Background: an optimization exercise with open tools, aiming at small area, a short achievable clock period and few clock cycles per item. Do not read the settings as production practice. RTL that was checked went through simulation tests only; none was proved equivalent to the original. Function not checked in runs 2 to 4: the RTL went through the layout flow alone. No activity file was given, so power comes from the tool's default toggle rates.

## flow/design.v (module list and top-level ports; edited modules follow where they fit)
// module qkv_ctrl: 41 lines
// module operand_fetch: 91 lines
// module mac_unit: 1806 lines
// module csa_fa: 10 lines
// module csa_ha: 9 lines
// module result_writer: 24 lines
// module qkv_top: 60 lines
module qkv_top #(
	parameter int num_proj = 3
) (
	input  logic        clk,
	input  logic        reset_n,
	input  logic        dut_valid,
	output logic        dut_ready,
	output logic [15:0] input_read_address,
	input  logic [31:0] input_read_data,
	output logic [15:0] weight_read_address,
	input  logic [31:0] weight_read_data,
	output logic        result_write_enable,
	output logic [15:0] result_write_address,
	output logic [31:0] result_write_data
);
  // ...
==> flow/flow/run.sh <==
#!/bin/bash
set -e
MARGIN=6
echo "export SETUP_SLACK_MARGIN = $MARGIN" >> config.mk
bash standard.sh > standard.log 2>&1
==> flow/standard.sh <==
#!/bin/bash
# synth_recipe.tcl (not shown) runs the flow's synth.tcl, then flattens the netlist and writes it again
# the make line also repeats each setting of config.mk as NAME=value (left out here)
make -C /OpenROAD-flow-scripts/flow DESIGN_CONFIG=/design/flow/config.mk WORK_HOME=/design/flow/orfs CLKGATE_MAP_FILE= SYNTH_SCRIPT=/design/flow/synth_recipe.tcl "${@:-finish}"
==> flow/config.mk <==
export PLATFORM = sky130hd
export DESIGN_NAME = qkv_top
export DESIGN_NICKNAME = qkv_top
export VERILOG_FILES = /design/flow/design.v
export SDC_FILE = /design/flow/constraint.sdc
export NUM_CORES = 4
export LEC_CHECK = 0
export CAP_MARGIN = 20
export CORE_MARGIN = 2
export CORE_UTILIZATION = 40
export SLEW_MARGIN = 20
export SYNTH_HIERARCHICAL = 1
export SYNTH_MINIMUM_KEEP_SIZE = 0
export SETUP_SLACK_MARGIN = 6
==> flow/constraint.sdc <==
create_clock -name core_clock -period 9.0 [get_ports {clk}]
set_input_delay 1.8000 -clock core_clock [delete_from_list [all_inputs] [get_ports {clk}]]
set_output_delay 1.8000 -clock core_clock [all_outputs]
set_load 0.01 [all_outputs]
==> metrics.yaml, run 1 <==
logic_synthesis:
  synth_area_per_cell_um2: 10.86
  yosys.area.top_type_share_pct: 28.86
  ys_seq_area_share_pct: 38.68
  synthMuxAreaShare_pct: 1.299
  synth_nets: 3191
drt:
  wl_um: 85320
  dr.pass1.iters: 6
  vias_per_cell: 5.597
global_routing:
  grt_pass1_vias: 22440
power_and_ir_drop:
  seq_power_share_pct: 32.6
  clkPwrFrac_pct: 23.6
  pg_comb_mw: 4.62
finish:
  nMultiInputCombCells: 2025
  fillers: 6770
  multi_input_area_share_pct: 51.06
timing:
  setup_slack_ns: 5.997
  period_needed_ns: 3.003
  finClkSkew_ns: 0.02348
clock_network:
  htree_levels: 2
  cts_tree: "yes"
  clk_pin_slew_ns: 0.06
outcome:
  status: "no timing/DRC/antenna violations"
setup_path:
  worstSetupStartpointType: "flop"
  cp-endpoint: "u_mac_unit.mid_31_4$_DFF_P_"
  crit_type: "flop to flop"
  reg2reg_slack_ns: 6.00
floorplan:
  die-area_um2: 77840
placed_design:
  dpl_cell_area_um2: 32520
hold_path:
  hp-class: "flop to flop"
Testbench counts, summed over its fixed seeds: cycles 54,315, macs 53,547.
==> module operand_fetch, before the edit <==
module operand_fetch #(
	parameter int num_proj = 3
) (
	input  logic        clk,
	input  logic [31:0] input_read_data,
	input  logic [31:0] weight_read_data,
	output logic [15:0] input_read_address,
	output logic [15:0] weight_read_address,
	input  logic        hdr2,
	input  logic        run,
	output logic        k_last,
	output logic        all_last
);
	logic [15:0] rows_i, cols_i, cols_w;
	logic [15:0] kc, jc, ic;
	logic [1:0]  p;
	logic [15:0] row_base;    
	logic [15:0] col_base;    
	logic [15:0] mat_base;    
	logic        k_end, j_end, i_end, p_end;
	logic [15:0] in_next, w_next;
	assign p_end = (p == 2'(num_proj - 1));
	assign k_last   = k_end;
	assign all_last = k_end & j_end & i_end & p_end;
	always_comb begin
		if (!k_end || (j_end && !i_end))
			in_next = input_read_address + 16'd1;    
		else if (!j_end)
			in_next = row_base;                       
		else
			in_next = 16'd1;                          
		if (!k_end)
			w_next = weight_read_address + cols_w;    
		else if (!j_end)
			w_next = col_base + 16'd1;                
		else if (!i_end)
			w_next = mat_base;                        
		else
			w_next = weight_read_address + 16'd1;     
	end
	always_ff @(posedge clk) begin
		if (hdr2) begin
			rows_i <= input_read_data[31:16];
			cols_i <= input_read_data[15:0];
			cols_w <= weight_read_data[15:0];
			kc <= input_read_data[15:0];
			jc <= weight_read_data[15:0];
			ic <= input_read_data[31:16];
			k_end <= (input_read_data[15:0] == 16'd1);
			j_end <= (weight_read_data[15:0] == 16'd1);
			i_end <= (input_read_data[31:16] == 16'd1);
			p  <= '0;
		end else if (run) begin
			kc    <= k_end ? cols_i : kc - 16'd1;
			k_end <= k_end ? (cols_i == 16'd1) : (kc == 16'd2);
			if (k_end) begin
				jc    <= j_end ? cols_w : jc - 16'd1;
				j_end <= j_end ? (cols_w == 16'd1) : (jc == 16'd2);
				if (j_end) begin
					ic    <= i_end ? rows_i : ic - 16'd1;
					i_end <= i_end ? (rows_i == 16'd1) : (ic == 16'd2);
					if (i_end)
						p <= p + 2'd1;
				end
			end
		end
	end
	always_ff @(posedge clk) begin
		if (hdr2) begin
			input_read_address  <= 16'd1;
			weight_read_address <= 16'd1;
			row_base <= 16'd1;
			col_base <= 16'd1;
			mat_base <= 16'd1;
		end else if (run) begin
			input_read_address  <= in_next;
			weight_read_address <= w_next;
			if (k_end) begin
				col_base <= w_next;
				if (j_end) begin
					row_base <= in_next;
					if (i_end)
						mat_base <= w_next;
				end
			end
		end else begin
			input_read_address  <= '0;
			weight_read_address <= '0;
		end
	end
endmodule
==> inputs of run 2 (changes only) <==
--- a/flow/design.v
+++ b/flow/design.v
@@ -57,28 +57,30 @@
 	logic [15:0] rows_i, cols_i, cols_w;
 	logic [15:0] kc, jc, ic;
 	logic [1:0]  p;
 	logic [15:0] row_base;    
 	logic [15:0] col_base;    
 	logic [15:0] mat_base;    
 	logic        k_end, j_end, i_end, p_end;
 	logic [15:0] in_next, w_next;
+	logic [15:0] w_stride;
+	add16 u_stride (.a(weight_read_address), .b(cols_w), .s(w_stride));
 	assign p_end = (p == 2'(num_proj - 1));
 	assign k_last   = k_end;
 	assign all_last = k_end & j_end & i_end & p_end;
 	always_comb begin
 		if (!k_end || (j_end && !i_end))
 			in_next = input_read_address + 16'd1;    
 		else if (!j_end)
 			in_next = row_base;                       
 		else
 			in_next = 16'd1;                          
 		if (!k_end)
-			w_next = weight_read_address + cols_w;    
+			w_next = w_stride;                        
 		else if (!j_end)
 			w_next = col_base + 16'd1;                
 		else if (!i_end)
 			w_next = mat_base;                        
 		else
 			w_next = weight_read_address + 16'd1;     
 	end
 	always_ff @(posedge clk) begin
@@ -1932,17 +1934,17 @@
 	assign nxt_s[30] = s3_fc260;
 	assign nxt_c[30] = s3_fs265;
 	assign nxt_s[31] = s3_fc265;
 	assign nxt_c[31] = s3_fs270;
 	always_ff @(posedge clk) begin
 		acc_s <= nxt_s;
 		acc_c <= nxt_c;
 	end
-	assign acc_sum = acc_s + acc_c;
+	cpa32 u_cpa (.a(acc_s), .b(acc_c), .s(acc_sum));
 endmodule
 module csa_fa (
 	input  logic a,
 	input  logic b,
 	input  logic c,
 	output logic s,
 	output logic co
 );
@@ -1953,16 +1955,395 @@
 	input  logic a,
 	input  logic b,
 	output logic s,
 	output logic co
 );
 	assign s  = a ^ b;
 	assign co = a & b;
 endmodule
+module cpa32 (
+	input  logic [31:0] a,
+	input  logic [31:0] b,
+	output logic [31:0] s
+);
+	logic [31:0] g0, p0;
+	genvar n;
+	generate for (n = 0; n < 32; n++) begin : g_pg
+		csa_ha u_pg (.a(a[n]), .b(b[n]), .s(p0[n]), .co(g0[n]));
+	end endgenerate
+	logic g1_1, p1_1;
+	logic g1_3, p1_3;
+	logic g1_5, p1_5;
+	logic g1_7, p1_7;
+	logic g1_9, p1_9;
+	logic g1_11, p1_11;
+	logic g1_13, p1_13;
+	logic g1_15, p1_15;
+	logic g1_17, p1_17;
+	logic g1_19, p1_19;
+	logic g1_21, p1_21;
+	logic g1_23, p1_23;
+	logic g1_25, p1_25;
+	logic g1_27, p1_27;
+	logic g1_29, p1_29;
+	logic g2_2, p2_2;
+	logic g2_3, p2_3;
+	logic g2_6, p2_6;
+	logic g2_7, p2_7;
+	logic g2_10, p2_10;
+	logic g2_11, p2_11;
+	logic g2_14, p2_14;
+	logic g2_15, p2_15;
+	logic g2_18, p2_18;
+	logic g2_19, p2_19;
+	logic g2_22, p2_22;
+	logic g2_23, p2_23;
+	logic g2_26, p2_26;
+	logic g2_27, p2_27;
+	logic g2_30, p2_30;
+	logic g3_4, p3_4;
+	logic g3_5, p3_5;
+	logic g3_6, p3_6;
+	logic g3_7, p3_7;
+	logic g3_12, p3_12;
+	logic g3_13, p3_13;
+	logic g3_14, p3_14;
+	logic g3_15, p3_15;
+	logic g3_20, p3_20;
+	logic g3_21, p3_21;
+	logic g3_22, p3_22;
+	logic g3_23, p3_23;
+	logic g3_28, p3_28;
+	logic g3_29, p3_29;
+	logic g3_30, p3_30;
+	logic g4_8, p4_8;
+	logic g4_9, p4_9;
+	logic g4_10, p4_10;
+	logic g4_11, p4_11;
+	logic g4_12, p4_12;
+	logic g4_13, p4_13;
+	logic g4_14, p4_14;
+	logic g4_15, p4_15;
+	logic g4_24, p4_24;
+	logic g4_25, p4_25;
+	logic g4_26, p4_26;
+	logic g4_27, p4_27;
+	logic g4_28, p4_28;
+	logic g4_29, p4_29;
+	logic g4_30, p4_30;
+	logic g5_16, p5_16;
+	logic g5_17, p5_17;
+	logic g5_18, p5_18;
+	logic g5_19, p5_19;
+	logic g5_20, p5_20;
+	logic g5_21, p5_21;
+	logic g5_22, p5_22;
+	logic g5_23, p5_23;
+	logic g5_24, p5_24;
+	logic g5_25, p5_25;
+	logic g5_26, p5_26;
+	logic g5_27, p5_27;
+	logic g5_28, p5_28;
+	logic g5_29, p5_29;
+	logic g5_30, p5_30;
+	assign g1_1 = g0[1] | (p0[1] & g0[0]);
+	assign p1_1 = p0[1] & p0[0];
+	assign g1_3 = g0[3] | (p0[3] & g0[2]);
+	assign p1_3 = p0[3] & p0[2];
+	assign g1_5 = g0[5] | (p0[5] & g0[4]);
+	assign p1_5 = p0[5] & p0[4];
+	assign g1_7 = g0[7] | (p0[7] & g0[6]);
+	assign p1_7 = p0[7] & p0[6];
+	assign g1_9 = g0[9] | (p0[9] & g0[8]);
+	assign p1_9 = p0[9] & p0[8];
+	assign g1_11 = g0[11] | (p0[11] & g0[10]);
+	assign p1_11 = p0[11] & p0[10];
+	assign g1_13 = g0[13] | (p0[13] & g0[12]);
+	assign p1_13 = p0[13] & p0[12];
+	assign g1_15 = g0[15] | (p0[15] & g0[14]);
+	assign p1_15 = p0[15] & p0[14];
+	assign g1_17 = g0[17] | (p0[17] & g0[16]);
+	assign p1_17 = p0[17] & p0[16];
+	assign g1_19 = g0[19] | (p0[19] & g0[18]);
+	assign p1_19 = p0[19] & p0[18];
+	assign g1_21 = g0[21] | (p0[21] & g0[20]);
+	assign p1_21 = p0[21] & p0[20];
+	assign g1_23 = g0[23] | (p0[23] & g0[22]);
+	assign p1_23 = p0[23] & p0[22];
+	assign g1_25 = g0[25] | (p0[25] & g0[24]);
+	assign p1_25 = p0[25] & p0[24];
+	assign g1_27 = g0[27] | (p0[27] & g0[26]);
+	assign p1_27 = p0[27] & p0[26];
+	assign g1_29 = g0[29] | (p0[29] & g0[28]);
+	assign p1_29 = p0[29] & p0[28];
+	assign g2_2 = g0[2] | (p0[2] & g1_1);
+	assign p2_2 = p0[2] & p1_1;
+	assign g2_3 = g1_3 | (p1_3 & g1_1);
+	assign p2_3 = p1_3 & p1_1;
+	assign g2_6 = g0[6] | (p0[6] & g1_5);
+	assign p2_6 = p0[6] & p1_5;
+	assign g2_7 = g1_7 | (p1_7 & g1_5);
+	assign p2_7 = p1_7 & p1_5;
+	assign g2_10 = g0[10] | (p0[10] & g1_9);
+	assign p2_10 = p0[10] & p1_9;
+	assign g2_11 = g1_11 | (p1_11 & g1_9);
+	assign p2_11 = p1_11 & p1_9;
+	assign g2_14 = g0[14] | (p0[14] & g1_13);
+	assign p2_14 = p0[14] & p1_13;
+	assign g2_15 = g1_15 | (p1_15 & g1_13);
+	assign p2_15 = p1_15 & p1_13;
+	assign g2_18 = g0[18] | (p0[18] & g1_17);
+	assign p2_18 = p0[18] & p1_17;
+	assign g2_19 = g1_19 | (p1_19 & g1_17);
+	assign p2_19 = p1_19 & p1_17;
+	assign g2_22 = g0[22] | (p0[22] & g1_21);
+	assign p2_22 = p0[22] & p1_21;
+	assign g2_23 = g1_23 | (p1_23 & g1_21);
+	assign p2_23 = p1_23 & p1_21;
+	assign g2_26 = g0[26] | (p0[26] & g1_25);
+	assign p2_26 = p0[26] & p1_25;
+	assign g2_27 = g1_27 | (p1_27 & g1_25);
+	assign p2_27 = p1_27 & p1_25;
+	assign g2_30 = g0[30] | (p0[30] & g1_29);
+	assign p2_30 = p0[30] & p1_29;
+	assign g3_4 = g0[4] | (p0[4] & g2_3);
+	assign p3_4 = p0[4] & p2_3;
+	assign g3_5 = g1_5 | (p1_5 & g2_3);
+	assign p3_5 = p1_5 & p2_3;
+	assign g3_6 = g2_6 | (p2_6 & g2_3);
+	assign p3_6 = p2_6 & p2_3;
+	assign g3_7 = g2_7 | (p2_7 & g2_3);
+	assign p3_7 = p2_7 & p2_3;
+	assign g3_12 = g0[12] | (p0[12] & g2_11);
+	assign p3_12 = p0[12] & p2_11;
+	assign g3_13 = g1_13 | (p1_13 & g2_11);
+	assign p3_13 = p1_13 & p2_11;
+	assign g3_14 = g2_14 | (p2_14 & g2_11);
+	assign p3_14 = p2_14 & p2_11;
+	assign g3_15 = g2_15 | (p2_15 & g2_11);
+	assign p3_15 = p2_15 & p2_11;
+	assign g3_20 = g0[20] | (p0[20] & g2_19);
+	assign p3_20 = p0[20] & p2_19;
+	assign g3_21 = g1_21 | (p1_21 & g2_19);
+	assign p3_21 = p1_21 & p2_19;
+	assign g3_22 = g2_22 | (p2_22 & g2_19);
+	assign p3_22 = p2_22 & p2_19;
+	assign g3_23 = g2_23 | (p2_23 & g2_19);
+	assign p3_23 = p2_23 & p2_19;
+	assign g3_28 = g0[28] | (p0[28] & g2_27);
+	assign p3_28 = p0[28] & p2_27;
+	assign g3_29 = g1_29 | (p1_29 & g2_27);
+	assign p3_29 = p1_29 & p2_27;
+	assign g3_30 = g2_30 | (p2_30 & g2_27);
+	assign p3_30 = p2_30 & p2_27;
+	assign g4_8 = g0[8] | (p0[8] & g3_7);
+	assign p4_8 = p0[8] & p3_7;
+	assign g4_9 = g1_9 | (p1_9 & g3_7);
+	assign p4_9 = p1_9 & p3_7;
+	assign g4_10 = g2_10 | (p2_10 & g3_7);
+	assign p4_10 = p2_10 & p3_7;
+	assign g4_11 = g2_11 | (p2_11 & g3_7);
+	assign p4_11 = p2_11 & p3_7;
+	assign g4_12 = g3_12 | (p3_12 & g3_7);
+	assign p4_12 = p3_12 & p3_7;
+	assign g4_13 = g3_13 | (p3_13 & g3_7);
+	assign p4_13 = p3_13 & p3_7;
+	assign g4_14 = g3_14 | (p3_14 & g3_7);
+	assign p4_14 = p3_14 & p3_7;
+	assign g4_15 = g3_15 | (p3_15 & g3_7);
+	assign p4_15 = p3_15 & p3_7;
+	assign g4_24 = g0[24] | (p0[24] & g3_23);
+	assign p4_24 = p0[24] & p3_23;
+	assign g4_25 = g1_25 | (p1_25 & g3_23);
+	assign p4_25 = p1_25 & p3_23;
+	assign g4_26 = g2_26 | (p2_26 & g3_23);
+	assign p4_26 = p2_26 & p3_23;
+	assign g4_27 = g2_27 | (p2_27 & g3_23);
+	assign p4_27 = p2_27 & p3_23;
+	assign g4_28 = g3_28 | (p3_28 & g3_23);
+	assign p4_28 = p3_28 & p3_23;
+	assign g4_29 = g3_29 | (p3_29 & g3_23);
+	assign p4_29 = p3_29 & p3_23;
+	assign g4_30 = g3_30 | (p3_30 & g3_23);
+	assign p4_30 = p3_30 & p3_23;
+	assign g5_16 = g0[16] | (p0[16] & g4_15);
+	assign p5_16 = p0[16] & p4_15;
+	assign g5_17 = g1_17 | (p1_17 & g4_15);
+	assign p5_17 = p1_17 & p4_15;
+	assign g5_18 = g2_18 | (p2_18 & g4_15);
+	assign p5_18 = p2_18 & p4_15;
+	assign g5_19 = g2_19 | (p2_19 & g4_15);
+	assign p5_19 = p2_19 & p4_15;
+	assign g5_20 = g3_20 | (p3_20 & g4_15);
+	assign p5_20 = p3_20 & p4_15;
+	assign g5_21 = g3_21 | (p3_21 & g4_15);
+	assign p5_21 = p3_21 & p4_15;
+	assign g5_22 = g3_22 | (p3_22 & g4_15);
+	assign p5_22 = p3_22 & p4_15;
+	assign g5_23 = g3_23 | (p3_23 & g4_15);
+	assign p5_23 = p3_23 & p4_15;
+	assign g5_24 = g4_24 | (p4_24 & g4_15);
+	assign p5_24 = p4_24 & p4_15;
+	assign g5_25 = g4_25 | (p4_25 & g4_15);
+	assign p5_25 = p4_25 & p4_15;
+	assign g5_26 = g4_26 | (p4_26 & g4_15);
+	assign p5_26 = p4_26 & p4_15;
+	assign g5_27 = g4_27 | (p4_27 & g4_15);
+	assign p5_27 = p4_27 & p4_15;
+	assign g5_28 = g4_28 | (p4_28 & g4_15);
+	assign p5_28 = p4_28 & p4_15;
+	assign g5_29 = g4_29 | (p4_29 & g4_15);
+	assign p5_29 = p4_29 & p4_15;
+	assign g5_30 = g4_30 | (p4_30 & g4_15);
+	assign p5_30 = p4_30 & p4_15;
+	assign s[0] = p0[0];
+	assign s[1] = p0[1] ^ g0[0];
+	assign s[2] = p0[2] ^ g1_1;
+	assign s[3] = p0[3] ^ g2_2;
+	assign s[4] = p0[4] ^ g2_3;
+	assign s[5] = p0[5] ^ g3_4;
+	assign s[6] = p0[6] ^ g3_5;
+	assign s[7] = p0[7] ^ g3_6;
+	assign s[8] = p0[8] ^ g3_7;
+	assign s[9] = p0[9] ^ g4_8;
+	assign s[10] = p0[10] ^ g4_9;
+	assign s[11] = p0[11] ^ g4_10;
+	assign s[12] = p0[12] ^ g4_11;
+	assign s[13] = p0[13] ^ g4_12;
+	assign s[14] = p0[14] ^ g4_13;
+	assign s[15] = p0[15] ^ g4_14;
+	assign s[16] = p0[16] ^ g4_15;
+	assign s[17] = p0[17] ^ g5_16;
+	assign s[18] = p0[18] ^ g5_17;
+	assign s[19] = p0[19] ^ g5_18;
+	assign s[20] = p0[20] ^ g5_19;
+	assign s[21] = p0[21] ^ g5_20;
+	assign s[22] = p0[22] ^ g5_21;
+	assign s[23] = p0[23] ^ g5_22;
+	assign s[24] = p0[24] ^ g5_23;
+	assign s[25] = p0[25] ^ g5_24;
+	assign s[26] = p0[26] ^ g5_25;
+	assign s[27] = p0[27] ^ g5_26;
+	assign s[28] = p0[28] ^ g5_27;
+	assign s[29] = p0[29] ^ g5_28;
+	assign s[30] = p0[30] ^ g5_29;
+	assign s[31] = p0[31] ^ g5_30;
+endmodule
+module add16 (
+	input  logic [15:0] a,
+	input  logic [15:0] b,
+	output logic [15:0] s
+);
+	logic [15:0] g0, p0;
+	genvar n;
+	generate for (n = 0; n < 16; n++) begin : g_pg
+		csa_ha u_pg (.a(a[n]), .b(b[n]), .s(p0[n]), .co(g0[n]));
+	end endgenerate
+	logic g1_1, p1_1;
+	logic g1_3, p1_3;
+	logic g1_5, p1_5;
+	logic g1_7, p1_7;
+	logic g1_9, p1_9;
+	logic g1_11, p1_11;
+	logic g1_13, p1_13;
+	logic g2_2, p2_2;
+	logic g2_3, p2_3;
+	logic g2_6, p2_6;
+	logic g2_7, p2_7;
+	logic g2_10, p2_10;
+	logic g2_11, p2_11;
+	logic g2_14, p2_14;
+	logic g3_4, p3_4;
+	logic g3_5, p3_5;
+	logic g3_6, p3_6;
+	logic g3_7, p3_7;
+	logic g3_12, p3_12;
+	logic g3_13, p3_13;
+	logic g3_14, p3_14;
+	logic g4_8, p4_8;
+	logic g4_9, p4_9;
+	logic g4_10, p4_10;
+	logic g4_11, p4_11;
+	logic g4_12, p4_12;
+	logic g4_13, p4_13;
+	logic g4_14, p4_14;
+	assign g1_1 = g0[1] | (p0[1] & g0[0]);
+	assign p1_1 = p0[1] & p0[0];
+	assign g1_3 = g0[3] | (p0[3] & g0[2]);
+	assign p1_3 = p0[3] & p0[2];
+	assign g1_5 = g0[5] | (p0[5] & g0[4]);
+	assign p1_5 = p0[5] & p0[4];
+	assign g1_7 = g0[7] | (p0[7] & g0[6]);
+	assign p1_7 = p0[7] & p0[6];
+	assign g1_9 = g0[9] | (p0[9] & g0[8]);
+	assign p1_9 = p0[9] & p0[8];
+	assign g1_11 = g0[11] | (p0[11] & g0[10]);
+	assign p1_11 = p0[11] & p0[10];
+	assign g1_13 = g0[13] | (p0[13] & g0[12]);
+	assign p1_13 = p0[13] & p0[12];
+	assign g2_2 = g0[2] | (p0[2] & g1_1);
+	assign p2_2 = p0[2] & p1_1;
+	assign g2_3 = g1_3 | (p1_3 & g1_1);
+	assign p2_3 = p1_3 & p1_1;
+	assign g2_6 = g0[6] | (p0[6] & g1_5);
+	assign p2_6 = p0[6] & p1_5;
+	assign g2_7 = g1_7 | (p1_7 & g1_5);
+	assign p2_7 = p1_7 & p1_5;
+	assign g2_10 = g0[10] | (p0[10] & g1_9);
+	assign p2_10 = p0[10] & p1_9;
+	assign g2_11 = g1_11 | (p1_11 & g1_9);
+	assign p2_11 = p1_11 & p1_9;
+	assign g2_14 = g0[14] | (p0[14] & g1_13);
+	assign p2_14 = p0[14] & p1_13;
+	assign g3_4 = g0[4] | (p0[4] & g2_3);
+	assign p3_4 = p0[4] & p2_3;
+	assign g3_5 = g1_5 | (p1_5 & g2_3);
+	assign p3_5 = p1_5 & p2_3;
+	assign g3_6 = g2_6 | (p2_6 & g2_3);
+	assign p3_6 = p2_6 & p2_3;
+	assign g3_7 = g2_7 | (p2_7 & g2_3);
+	assign p3_7 = p2_7 & p2_3;
+	assign g3_12 = g0[12] | (p0[12] & g2_11);
+	assign p3_12 = p0[12] & p2_11;
+	assign g3_13 = g1_13 | (p1_13 & g2_11);
+	assign p3_13 = p1_13 & p2_11;
+	assign g3_14 = g2_14 | (p2_14 & g2_11);
+	assign p3_14 = p2_14 & p2_11;
+	assign g4_8 = g0[8] | (p0[8] & g3_7);
+	assign p4_8 = p0[8] & p3_7;
+	assign g4_9 = g1_9 | (p1_9 & g3_7);
+	assign p4_9 = p1_9 & p3_7;
+	assign g4_10 = g2_10 | (p2_10 & g3_7);
+	assign p4_10 = p2_10 & p3_7;
+	assign g4_11 = g2_11 | (p2_11 & g3_7);
+	assign p4_11 = p2_11 & p3_7;
+	assign g4_12 = g3_12 | (p3_12 & g3_7);
+	assign p4_12 = p3_12 & p3_7;
+	assign g4_13 = g3_13 | (p3_13 & g3_7);
+	assign p4_13 = p3_13 & p3_7;
+	assign g4_14 = g3_14 | (p3_14 & g3_7);
+	assign p4_14 = p3_14 & p3_7;
+	assign s[0] = p0[0];
+	assign s[1] = p0[1] ^ g0[0];
+	assign s[2] = p0[2] ^ g1_1;
+	assign s[3] = p0[3] ^ g2_2;
+	assign s[4] = p0[4] ^ g2_3;
+	assign s[5] = p0[5] ^ g3_4;
+	assign s[6] = p0[6] ^ g3_5;
+	assign s[7] = p0[7] ^ g3_6;
+	assign s[8] = p0[8] ^ g3_7;
+	assign s[9] = p0[9] ^ g4_8;
+	assign s[10] = p0[10] ^ g4_9;
+	assign s[11] = p0[11] ^ g4_10;
+	assign s[12] = p0[12] ^ g4_11;
+	assign s[13] = p0[13] ^ g4_12;
+	assign s[14] = p0[14] ^ g4_13;
+	assign s[15] = p0[15] ^ g4_14;
+endmodule
 `timescale 1ns/1ps
 module result_writer (
 	input  logic        clk,
 	input  logic        reset_n,
 	input  logic [31:0] acc_sum,
 	input  logic        hdr2,
 	input  logic        wr_next,
 	output logic        result_write_enable,
==> run 2 against run 1 <==
Clock power is 4% higher. Clock-buffer cell count grew 7. Highest routed layer unchanged. Fmax shrank 0.50%. Critical path type is now flop to output pin. Largest power group unchanged. First-iteration DRC count is 8.2% lower. Power down 3.1%.
==> metrics.yaml, run 2 <==
setup_path:
  cp.required_ns: 7.20
  crit_chain: "clkbuf_2"
  endpoint_kind: "output pin"
  crit_arrival_ns: 1.22
  cp_slowest_cell: "dfxtp_4"
  crit_family: "flip-flops"
  critical_path_depth: 1
  path_max_fanout: 8
  crit_type: "flop to output pin"
  max_stage_delay_ns: 0.41
  worst-path-buf-inv: 1
  rr_worst_depth: 8
  worstSetupStartpointType: "flop"
timing:
  final.period_utilization_pct: 33.53
  hold_viol_final: 0
  rsz0062_at_grt: "yes"
  setup_slack_ns: 5.982  # -0.01497 ns
  setup_viol: 0
  slew_headroom_pct: 28.34
  slew_violations: 0
  tns_ns: 0
  worst_pin_slew_ns: 1.074
  fmax_ghz: 0.3314
  finClkSkew_ns: 0.06055  # +0.03707 ns
  period_needed_ns: 3.018  # +0.01497 ns
logic_synthesis:
  async_flop_share_pct: 0
  syn_area_um2: 29900
  synth_area_leaders: "dfxtp_1 29%, fa_1 17%, xnor2_1 11%, edfxtp_1 9.9%, a22oi_1 6.5%"
  yosysUniqueCellTypes: 86
  yosys_warnings: 10
  synthMuxAreaShare_pct: 0.7784  # -0.52 points
  synth_ff_type: "dfxtp_1"
  synth_most_common_cell: "dfxtp_1"
  yosysTopAreaCell: "dfxtp_1"
  synth-edff-count: 99
  synth_xor_xnor_area_share_pct: 12.81
  synth_common_cells: "436 x dfxtp_1, 365 x xnor2_1, 260 x a22oi_1, 255 x fa_1, 147 x nand2_1"
  synth_nets: 3129  # -1.9%
  synthAdderAreaFrac_pct: 20.92
  synthCells: 2715
  synth_compound_area_share_pct: 13.19
  yosys.area.top_type_share_pct: 29.19  # +0.34 points
  synthSimpleGateAreaFrac_pct: 10.04
  synth_top_family_by_area: "adder cells"
  synth_area_per_cell_um2: 11.01  # +1.4%
  ys_ff_latch: 535
  ys_seq_area_share_pct: 39.14  # +0.45 points
power_and_ir_drop:
  leakagePower_nw: 12.73
  total_power_mw: 10.23
  power_per_cell_area_nw_per_um2: 297.1
  peakVddDrop_v: 0.0001633
finish:
  seq_area_um2: 11900
  antenna_cells: 0
  fillers: 6728  # -0.62%
  final_common_cell: "xnor2_1"
  areaGrowthSynthToFinish_pct: 15.14
  drive_gt1_share_pct: 13.36
  final_nets: 3211
  multi_input_area_um2: 17290
  mostFrequentLayoutCells: "365 x xnor2_1, 354 x dfxtp_1, 260 x a22oi_1"
floorplan:
  start_util_pct: 40.30
  die-area_um2: 76950  # -1.1%
  rows: 100
  fp.dieW_um: 277.4
  ios: 149
  core-area_um2: 74200
  die_h_um: 277.4
clock_network:
  clk_pin_slew_ns: 0.06  # about the same
  clockBufferDepth: 3
  cts_hold_buf: 0
  root_buffer: "clkbuf_16"
  worstSkewPairLatency_ns: 0.65
  clock_sinks: 535
  cts_tree: "yes"
  htree_levels: 2  # unchanged
  numCtsBuffers: 58
hold_path:
  min_path_cells: 0
  hp-class: "flop to flop"
drt:
  dr.pass1.iters: 6  # unchanged
  dr_total_vias: 21120
  drtIter0Drc: 1722
  drc: 0
  wl_per_cell_um: 21.18
  wl_um: 80770  # -5.3%
  detail-route-antenna-nets: 0
  vias_per_cell: 5.537  # -1.1%
placed_design:
  gp_congestion: 0.8433
  dp_slack_ns: 5.334
  numPortBuffers: 148
  dp_hpwl_um: 56310
outcome:
  status: "no timing/DRC/antenna violations"
global_routing:
  antenna_found_initial: 3
  grt_max_degree: 69
  grt_pass1_wl_um: 127500
  grt_use_total_pct: 20.75
  grt_pass1_vias: 22250  # -0.84%
  grt_remaining_overflow: 0
run:
  cap_violations: 0
==> run 2: modules after synthesis (local to each module, per instance), a selection <==
module         copies in the design  area [µm²]
add16                             1       401.6
csa_fa                          255       20.02
result_writer                     1        1405
cpa32                             1       853.3
mac_unit                          1       11820
qkv_ctrl                          1       465.4
csa_ha                           72       12.51
==> run 2: path summary, 6_finish.rpt <==
kind	startpoint	to	slack, ns
min reg2reg	u_qkv_ctrl.first_s2$_DFF_P_	u_qkv_ctrl.first_s3$_DFF_P_	0.33
min	u_qkv_ctrl.first_s2$_DFF_P_	u_qkv_ctrl.first_s3$_DFF_P_	0.33
max	u_result_writer.result_write_enable$_SDFF_PN0_	result_write_enable	5.98
max reg2reg	u_mac_unit.a_r[24]$_DFF_P_	u_mac_unit.mid_31_4$_DFF_P_	6.04
==> run 2: what timing repair did <==
action / 4_1_cts / 5_1_grt
buffers inserted: 29 / 1
gates resized for setup: 377 / 45
pin swaps: 0 / 2
endpoints found under the setup margin: 125 / 35
==> run 2: cells by family after synthesis <==
logic type | Yosys count
and+or+nand+nor | 572
DFF | 535
muxes | 22
AOI/OAI and AO/OA | 575
adders and majority gates | 347
xor gates and xnor gates | 435
buffers and inverters | 229
==> run 2: per-stage QoR <==
step | hold WS, ns | util [%] | area [µm²] | instances
final | 0.3263 | 46.40 | 34420 | 3814
after global routing | 0.3383 | 46.40 | 34420 | 3814
after CTS | 0.3278 | 46.33 | 34380 | 3813
after detailed placement | 0.3143 | 43.24 | 32080 | 3676
after global placement | 0.3134 | 43.24 | 32080 | 3676
after floorplan | 0.3096 | - | 29900 | 2715
==> run 2: cell type report <==
| cell class | count | share of cell area, % |
|---|---|---|
| Clock inverter | 27 | 1.301 |
| Timing Repair Buffer | 215 | 5.158 |
| Clock buffer | 81 | 4.823 |
| Tap cell | 969 | 3.522 |
| Inverter | 36 | 0.3925 |
| Sequential cell | 535 | 34.57 |
| Multi-Input combinational cell | 1951 | 50.23 |
==> run 2: worst register-to-register path, delay by kind of cell (launching register included) <==
family,cells,cell delay (ns)
compound gates,1,0.20
xor+xnor,4,0.64
fa+ha+maj,3,1.42
flops,1,0.61
==> run 2: report_power, final <==
| group | leakage, nW | internal (mW) | total (mW) | switching [mW] |
|---|---|---|---|---|
| Sequential | 4.58 | 3.10 | 3.45 | 0.354 |
| Clock | 1.03 | 1.56 | 2.58 | 1.02 |
| Combinational | 7.12 | 2.02 | 4.19 | 2.17 |
| Total | 12.7 | 6.68 | 10.2 | 3.55 |
==> run 2: routing by layer <==
| metal | up-vias | track usage (%) | wire length [µm] |
|---|---|---|---|
| met2 | 715 | 35.43 | 39110 |
| met5 | - | 0 | 38 |
| met1 | 10590 | 27.10 | 34520 |
| met3 | 163 | 2.577 | 4418 |
| met4 | 6 | 7.288 | 2688 |
| li1 | 9646 | - | - |
==> inputs of run 3 (changes only) <==
==> flow/flow/run.sh (replaced) <==
#!/bin/bash
set -e
MARGIN=6
cat >> config.mk <<EOS
export SETUP_SLACK_MARGIN = $MARGIN
export BUFFER_PORTS_ARGS = -buffer_cell sky130_fd_sc_hd__buf_2
export CTS_ARGS = -sink_clustering_enable -repair_clock_nets -dont_use_dummy_load
EOS
bash standard.sh > standard.log 2>&1
--- a/flow/config.mk
+++ b/flow/config.mk
@@ -14 +14,3 @@
 export SETUP_SLACK_MARGIN = 6
+export BUFFER_PORTS_ARGS = -buffer_cell sky130_fd_sc_hd__buf_2
+export CTS_ARGS = -sink_clustering_enable -repair_clock_nets -dont_use_dummy_load
==> run 3 against run 2 <==
Combinational power decreased by 2%. Flip-flop and latch count unchanged. Sequential share of layout area rose by 1.3 points. Routed wire length shrank 2.2%. Fmax is 2.1% lower. Sequential power about the same. Largest cell class unchanged.
==> metrics.yaml, run 3 <==
logic_synthesis:
  synth_most_common_cell: "dfxtp_1"
  synth_top_family_by_area: "adder cells"
  synth_xor_xnor_area_share_pct: 12.81  # unchanged
  synth_common_cells: "436 x dfxtp_1, 365 x xnor2_1, 260 x a22oi_1, 255 x fa_1, 147 x nand2_1"
  yosys.area.top_type_share_pct: 29.19  # unchanged
  synth_compound_area_share_pct: 13.19  # unchanged
  yosysUniqueCellTypes: 86  # unchanged
  yosysTopAreaCell: "dfxtp_1"
  synth_nets: 3129  # unchanged
  synth-edff-count: 99  # unchanged
  synth_area_per_cell_um2: 11.01  # unchanged
  yosys_warnings: 10  # unchanged
  synthMuxAreaShare_pct: 0.7784  # unchanged
  synthAdderAreaFrac_pct: 20.92  # unchanged
  async_flop_share_pct: 0  # unchanged
  synthCells: 2715  # unchanged
  synth_ff_type: "dfxtp_1"
  ys_seq_area_share_pct: 39.14  # unchanged
  synth_area_leaders: "dfxtp_1 29%, fa_1 17%, xnor2_1 11%, edfxtp_1 9.9%, a22oi_1 6.5%"
  syn_area_um2: 29900  # unchanged
  synthSimpleGateAreaFrac_pct: 10.04  # unchanged
  ys_ff_latch: 535  # unchanged
clock_network:
  clk_pin_slew_ns: 0.06  # about the same
  numCtsBuffers: 60  # +3.4%
  root_buffer: "clkbuf_16"
  cts_tree: "yes"
  cts_hold_buf: 0  # unchanged
  worstSkewPairLatency_ns: 0.64  # about the same
  clockBufferDepth: 3  # unchanged
  clock_sinks: 535  # unchanged
  htree_levels: 2  # unchanged
global_routing:
  grt_util_met2_pct: 34.00  # -1.4 points
  grt_pass1_wl_um: 124900  # -2.0%
  grtUsageMet3_pct: 3.714  # +1.1 points
  grt_remaining_overflow: 0  # unchanged
  grt_use_total_pct: 20.44  # -0.31 points
  top_usage_layer: "met2"
  grt_max_degree: 78  # +13%
  grt_pass1_vias: 22000  # -1.1%
  antenna_found_initial: 8  # +5
  met1_usage_pct: 26.36  # -0.74 points
timing:
  slew_violations: 0  # unchanged
  tns_ns: 0  # unchanged
  slew_headroom_pct: 41.57  # +13 points
  final.period_utilization_pct: 34.27  # +0.74 points
  rsz0062_at_grt: "yes"
  hold_viol_final: 0  # unchanged
  period_needed_ns: 3.084  # +0.06624 ns
  setup_viol: 0  # unchanged
  fmax_ghz: 0.3243  # -2.1%
  finClkSkew_ns: 0.07050  # +0.009944 ns
  hold-worst-slack_ns: 0.3245  # -0.001821 ns
  worst_pin_slew_ns: 0.8764  # -0.1973 ns
drt:
  drtIter0Drc: 1940  # +13%
  wl_um: 79000  # -2.2%
  dr_total_vias: 20950  # -0.78%
  vias_per_cell: 5.598  # +1.1%
  detail-route-antenna-nets: 0  # unchanged
  dr.pass1.iters: 6  # unchanged
  drc: 0  # unchanged
  wl_per_cell_um: 21.11  # -0.33%
placed_design:
  dp_hpwl_um: 56900  # +1.1%
  gp_congestion: 0.8580  # +1.7%
  numPortBuffers: 148  # unchanged
  dpl_cell_area_um2: 31310  # -2.4%
floorplan:
  fp.dieW_um: 277.4  # unchanged
  rows: 100  # unchanged
  ios: 149  # unchanged
  die_h_um: 277.4  # unchanged
  die-area_um2: 76950  # unchanged
  start_util_pct: 40.30  # unchanged
  core-area_um2: 74200  # unchanged
power_and_ir_drop:
  power_per_cell_area_nw_per_um2: 290.4  # -2.2%
  leakagePower_nw: 12.27  # -3.6%
  combPwrFrac_pct: 42.7  # +1.7 points
  p_int_mw: 6.218  # -6.9%
  switching_share_pct: 35.29  # +0.62 points
  switchingPower_mw: 3.391  # -4.4%
  clkPwrFrac_pct: 21.3  # -3.9 points
  seq_power_share_pct: 36.0  # +2.2 points
  peakVddDrop_v: 0.0001586  # -2.9%
setup_path:
  worstSetupStartpoint: "u_mac_unit.a_r[6]$_DFF_P_"
  timing.rr.start: "u_mac_unit.a_r[6]$_DFF_P_"
  worst-path-buf-inv: 0  # -1
  worstSetupStartpointType: "flop"
  cp_slowest_cell: "dfxtp_2"
  crit_chain: "a22oi_1 > xnor2_1 > fa_1 > fa_1 > fa_1 > xor2_1 > xnor2_1 > xnor2_1"
  crit_family: "adder cells"
  endpoint_kind: "flop"
  max_stage_delay_ns: 0.72  # +0.31 ns
  cp.required_ns: 9.47  # +2.27 ns
  crit_type: "flop to flop"
  path_max_fanout: 26  # +18
  crit_arrival_ns: 3.55  # +2.33 ns
finish:
  final_common_cell: "dfxtp_1"
  final_cell_area_um2: 33080  # -3.9%
  fillers: 6872  # +2.1%
  mostFrequentLayoutCells: "368 x dfxtp_1, 365 x xnor2_1, 260 x a22oi_1"
  final_nets: 3189  # -0.69%
  areaGrowthSynthToFinish_pct: 10.65
  drive_gt1_share_pct: 13.78  # +0.42 points
hold_path:
  min_from: "u_qkv_ctrl.first_s2$_DFF_P_"
  hp-class: "flop to flop"
outcome:
  status: "no timing/DRC/antenna violations"
run:
  cap_violations: 0  # unchanged
## run 3: stage by stage
step	util, %	power, mW	worst slack, ns	cells
floorplan	-	6.468	6.032	2715
global placement	42.19	7.559	5.471	3671
detailed placement	42.19	7.725	5.481	3671
CTS	44.53	9.805	5.921	3742
global route	44.59	10.47	5.831	3742
finish	44.59	9.608	5.916	3743
## run 3: final timing paths
| check | to | slack, ns | cells after the start |
|---|---|---|---|
| hold reg to reg | u_qkv_ctrl.first_s3$_DFF_P_ | 0.32 | 0 |
| hold / removal | u_qkv_ctrl.first_s3$_DFF_P_ | 0.32 | 0 |
| setup reg to reg | u_mac_unit.mid_31_4$_DFF_P_ | 5.92 | 8 |
| setup / recovery | u_mac_unit.mid_31_4$_DFF_P_ | 5.92 | 8 |
## run 3: cells by family after synthesis
kind of cell,Yosys count
flops,535
compound gates,575
fa+ha+maj,347
buf+inv,229
simple gates,572
xor+xnor,435
mux,22
## run 3: worst register-to-register path, delay by kind of cell, from the launching register on
kind                       cells  cell delay, ns
DFF                            1            0.72
adders and majority gates      3            1.34
AOI/OAI and AO/OA              1            0.22
xor gates and xnor gates       4            0.65
## run 3: area by class of cell
class	instances	area, µm²	area share (%)
Antenna cell	1	2.502	0.007564
Clock buffer	60	1501	4.538
Tap cell	969	1212	3.665
Inverter	36	138.9	0.4198
Sequential cell	535	11860	35.85
Multi-Input combinational cell	1951	17280	52.24
Timing Repair Buffer	191	1085	3.279
## run 3: layer usage
| metal | wire length [µm] | part of all wire, % |
|---|---|---|
| met1 | 33450 | 42 |
| met3 | 4923 | 6.2 |
| met5 | 83 | 0.11 |
| met4 | 2860 | 3.6 |
| met2 | 37690 | 48 |
## run 3: timing repair
item                       in CTS  in global routing
setup endpoints to repair      83                 42
resized for setup              88                 13
cloned                          0                  0
buffers inserted               11                  0
## run 3: modules after synthesis, one instance, submodules excluded, excerpt
module,area (µm²),cells
csa_fa,20.02,1
cpa32,853.3,117
add16,401.6,55
mac_unit,11820,1129
qkv_ctrl,465.4,34
result_writer,1405,114
## run 3: power groups by stage
stage	clock [mW]	combinational [mW]	sequential, mW
2_1_floorplan	0	3.05	3.41
3_3_place_gp	0	4.05	3.51
3_5_place_dp	0	4.20	3.52
4_1_cts	2.11	4.22	3.47
5_1_grt	2.20	4.74	3.52
6_report	2.04	4.11	3.46
==> inputs of run 4 (changes only) <==
==> flow/flow/run.sh (replaced) <==
#!/bin/bash
set -e
MARGIN=6
cat >> config.mk <<EOS
export SETUP_SLACK_MARGIN = $MARGIN
export BUFFER_PORTS_ARGS = -buffer_cell sky130_fd_sc_hd__buf_2
export CTS_ARGS = -sink_clustering_enable -repair_clock_nets -dont_use_dummy_load -sink_clustering_size 30 -sink_clustering_max_diameter 60
EOS
bash standard.sh > standard.log 2>&1
--- a/flow/config.mk
+++ b/flow/config.mk
@@ -15,2 +15,2 @@
 export BUFFER_PORTS_ARGS = -buffer_cell sky130_fd_sc_hd__buf_2
-export CTS_ARGS = -sink_clustering_enable -repair_clock_nets -dont_use_dummy_load
+export CTS_ARGS = -sink_clustering_enable -repair_clock_nets -dont_use_dummy_load -sink_clustering_size 30 -sink_clustering_max_diameter 60
==> run 4 against run 3 <==
Global-route usage down 0.14 points. First-iteration DRC count fell by 5.9%. Clock skew rose by 0.013 ns. Largest power group unchanged. Power shrank 3.7%. Cell count is 0.59% lower. Register-to-register slack better by 0.09 ns.
==> metrics.yaml, run 4 <==
logic_synthesis:
  yosysUniqueCellTypes: 86  # unchanged
  synthCells: 2715  # unchanged
  synth_area_per_cell_um2: 11.01  # unchanged
  synth-edff-count: 99  # unchanged
  ys_seq_area_share_pct: 39.14  # unchanged
  yosysTopAreaCell: "dfxtp_1"
  yosys_warnings: 10  # unchanged
  ys_ff_latch: 535  # unchanged
  yosys.area.top_type_share_pct: 29.19  # unchanged
  synth_most_common_cell: "dfxtp_1"
  synth_common_cells: "436 x dfxtp_1, 365 x xnor2_1, 260 x a22oi_1, 255 x fa_1, 147 x nand2_1"
  synth_area_leaders: "dfxtp_1 29%, fa_1 17%, xnor2_1 11%, edfxtp_1 9.9%, a22oi_1 6.5%"
  syn_area_um2: 29900  # unchanged
  async_flop_share_pct: 0  # unchanged
  synth_ff_type: "dfxtp_1"
  synth_nets: 3129  # unchanged
finish:
  mostFrequentLayoutCells: "375 x dfxtp_1, 365 x xnor2_1, 260 x a22oi_1"
  fillers: 6913  # +0.60%
  multi_input_area_um2: 17290  # about the same
  seq_area_um2: 11820  # -0.35%
  final_common_cell: "dfxtp_1"
  drive_gt1_share_pct: 12.90  # -0.87 points
  areaGrowthSynthToFinish_pct: 9.001
  final_nets: 3167  # -0.69%
placed_design:
  dp_slack_ns: 5.481  # unchanged
  dp_hpwl_um: 56900  # unchanged
  gp_congestion: 0.8580  # unchanged
  numPortBuffers: 148  # unchanged
timing:
  rsz0062_at_grt: "yes"
  finClkSkew_ns: 0.08332  # +0.01283 ns
  setup_viol: 0  # unchanged
  tns_ns: 0  # unchanged
  setup_slack_ns: 6.003  # +0.08664 ns
  slew_headroom_pct: 41.50  # -0.073 points
  hold_viol_final: 0  # unchanged
  worst_pin_slew_ns: 0.8775  # +0.001098 ns
  slew_violations: 0  # unchanged
  fmax_ghz: 0.3336  # +2.9%
  hold-worst-slack_ns: 0.3282  # +0.003720 ns
  period_needed_ns: 2.997  # -0.08664 ns
  final.period_utilization_pct: 33.30  # -0.96 points
power_and_ir_drop:
  leakagePower_nw: 12.03  # -1.9%
  power_per_cell_area_nw_per_um2: 283.9  # -2.2%
  peakVddDrop_v: 0.0001772  # +12%
setup_path:
  endpoint_kind: "flop"
  crit_type: "flop to flop"
  worstSetupStartpointType: "flop"
  cp_slowest_cell: "dfxtp_1"
  path_max_fanout: 14  # -46%
  max_stage_delay_ns: 0.70  # -0.02 ns
  crit_arrival_ns: 3.55  # about the same
  crit_chain: "a22oi_1 > xnor2_1 > fa_1 > fa_1 > fa_1 > xor2_1 > xnor2_1 > xnor2_1"
  cp.required_ns: 9.55  # +0.08 ns
floorplan:
  ios: 149  # unchanged
  die_h_um: 277.4  # unchanged
  fp.dieW_um: 277.4  # unchanged
  rows: 100  # unchanged
  die-area_um2: 76950  # unchanged
  core-area_um2: 74200  # unchanged
  start_util_pct: 40.30  # unchanged
clock_network:
  numCtsBuffers: 44  # -27%
  worstSkewPairLatency_ns: 0.62  # -0.02 ns
  root_buffer: "clkbuf_16"
  cts_tree: "yes"
  htree_levels: 2  # unchanged
  clk_pin_slew_ns: 0.08  # +0.02 ns
  clock_sinks: 535  # unchanged
  cts_hold_buf: 0  # unchanged
  clockBufferDepth: 3  # unchanged
global_routing:
  grt_pass1_wl_um: 124000  # -0.70%
  grt_max_degree: 78  # unchanged
  antenna_found_initial: 8  # unchanged
  grt_remaining_overflow: 0  # unchanged
  grt_pass1_vias: 21850  # -0.67%
  grt_use_total_pct: 20.30  # -0.14 points
drt:
  dr_total_vias: 20870  # -0.39%
  wl_um: 78470  # -0.67%
  drtIter0Drc: 1826  # -5.9%
  dr.pass1.iters: 6  # unchanged
  drc: 0  # unchanged
  vias_per_cell: 5.610  # +0.20%
  detail-route-antenna-nets: 0  # unchanged
  wl_per_cell_um: 21.09  # about the same
hold_path:
  hp-class: "flop to flop"
outcome:
  status: "no timing/DRC/antenna violations"
run:
  cap_violations: 0  # unchanged
-- run 4: worst paths after layout --
kind / cells after the start / slack, ns / end / from
hold / removal: 0 / 0.33 / u_qkv_ctrl.first_s3$_DFF_P_ / u_qkv_ctrl.first_s2$_DFF_P_
hold reg to reg: 0 / 0.33 / u_qkv_ctrl.first_s3$_DFF_P_ / u_qkv_ctrl.first_s2$_DFF_P_
setup reg to reg: 8 / 6.00 / u_mac_unit.mid_31_4$_DFF_P_ / u_mac_unit.b_one[9]$_DFF_P_
setup / recovery: 8 / 6.00 / u_mac_unit.mid_31_4$_DFF_P_ / u_mac_unit.b_one[9]$_DFF_P_
-- run 4: cell families after synthesis --
family | Yosys count | share of synthesized area [%]
AO/OA/AOI/OAI | 575 | 13.19
buffers and inverters | 229 | 3.118
multiplexers | 22 | 0.7784
adder cells (fa/ha/maj) | 347 | 20.92
flip-flops | 535 | 39.14
AND/OR/NAND/NOR | 572 | 10.04
XOR/XNOR | 435 | 12.81
-- run 4: worst max-delay path, delay by kind of cell (launching register included) --
kind                       cells  cell delay, ns
adders and majority gates      3            1.32
xor gates and xnor gates       4            0.71
DFF                            1            0.70
AOI/OAI and AO/OA              1            0.21
-- run 4: where the power goes --
group / switching, mW / leakage, nW / total [mW] / internal, mW
registers: 0.357 / 4.57 / 3.46 / 3.10
clock network: 0.822 / 0.542 / 1.68 / 0.859
logic: 2.15 / 6.92 / 4.11 / 1.96
-- run 4: what timing repair did --
item	in CTS	in global routing
buffers inserted	4	1
setup endpoints to repair	81	43
resized for setup	56	24
-- run 4: layout make-up --
type                            count  share of cell area, %
Antenna cell                        1               0.007678
Sequential cell                   535                  36.26
Inverter                           36                 0.4262
Clock buffer                       44                  3.379
Tap cell                          969                  3.720
Multi-Input combinational cell   1951                  53.05
Timing Repair Buffer              185                  3.156
-- run 4: per-layer routing --
metal	wire (µm)	track usage [%]
met5	84	0
met4	2850	7.804
met3	4617	3.453
met2	37560	33.98
met1	33360	26.21
-- run 4: per-module statistics from Yosys, one instance, submodules excluded, excerpt --
module	copies in the design	cells
csa_ha	72	1
csa_fa	255	1
cpa32	1	117
mac_unit	1	1129
add16	1	55
qkv_ctrl	1	34
result_writer	1	114
-- run 4: metrics by stage --
step	cells	utilization (%)	total power [mW]	cell area (µm²)
floorplan	2715	-	6.468	29900
global placement	3671	42.19	7.559	31310
detailed placement	3671	42.19	7.725	31310
CTS	3719	43.83	9.433	32520
global route	3720	43.92	10.09	32590
finish	3721	43.92	9.252	32590

[afterwards: timing with drivers on the ports]
How much do the figures lean on ideal ports? The routed layouts below were timed once more, with nothing changed but the port constraints.
Step 1 (the two cells are an assumption about what drives the block):
set clk [get_ports {clk}]
set_driving_cell -lib_cell sky130_fd_sc_hd__clkbuf_16 $clk
set_driving_cell -lib_cell sky130_fd_sc_hd__buf_2 [delete_from_list [all_inputs] $clk]
Step 2 adds t to the input delays and takes it off the output delays; t is the mean of the earliest and latest rising clock arrival at the registers after step 1. Input paths then give back, and output paths get back, about the clock's delay inside the block.
Three values: ideal, step 1, step 2; two values: the first two.
run | shift t [ns] | slack for setup (ns) | clock arrival spread, ns | cell pins on the clock port's net
run 1 | 0.690 | 5.997 / 5.985 / 5.459 | 0.026 / 0.026 | 1
run 2 | 0.681 | 5.982 / 5.921 / 5.414 | 0.064 / 0.064 | 1
run 3 | 0.667 | 5.916 / 5.916 / 5.745 | 0.071 / 0.071 | 1
run 4 | 0.632 | 6.003 / 5.960 / 5.749 | 0.109 / 0.110 | 1
After both steps setup and hold are still met in every run listed. For run 2, which loses most, drivers alone change the setup slack by -0.061 ns; drivers and shift together by -0.568 ns.
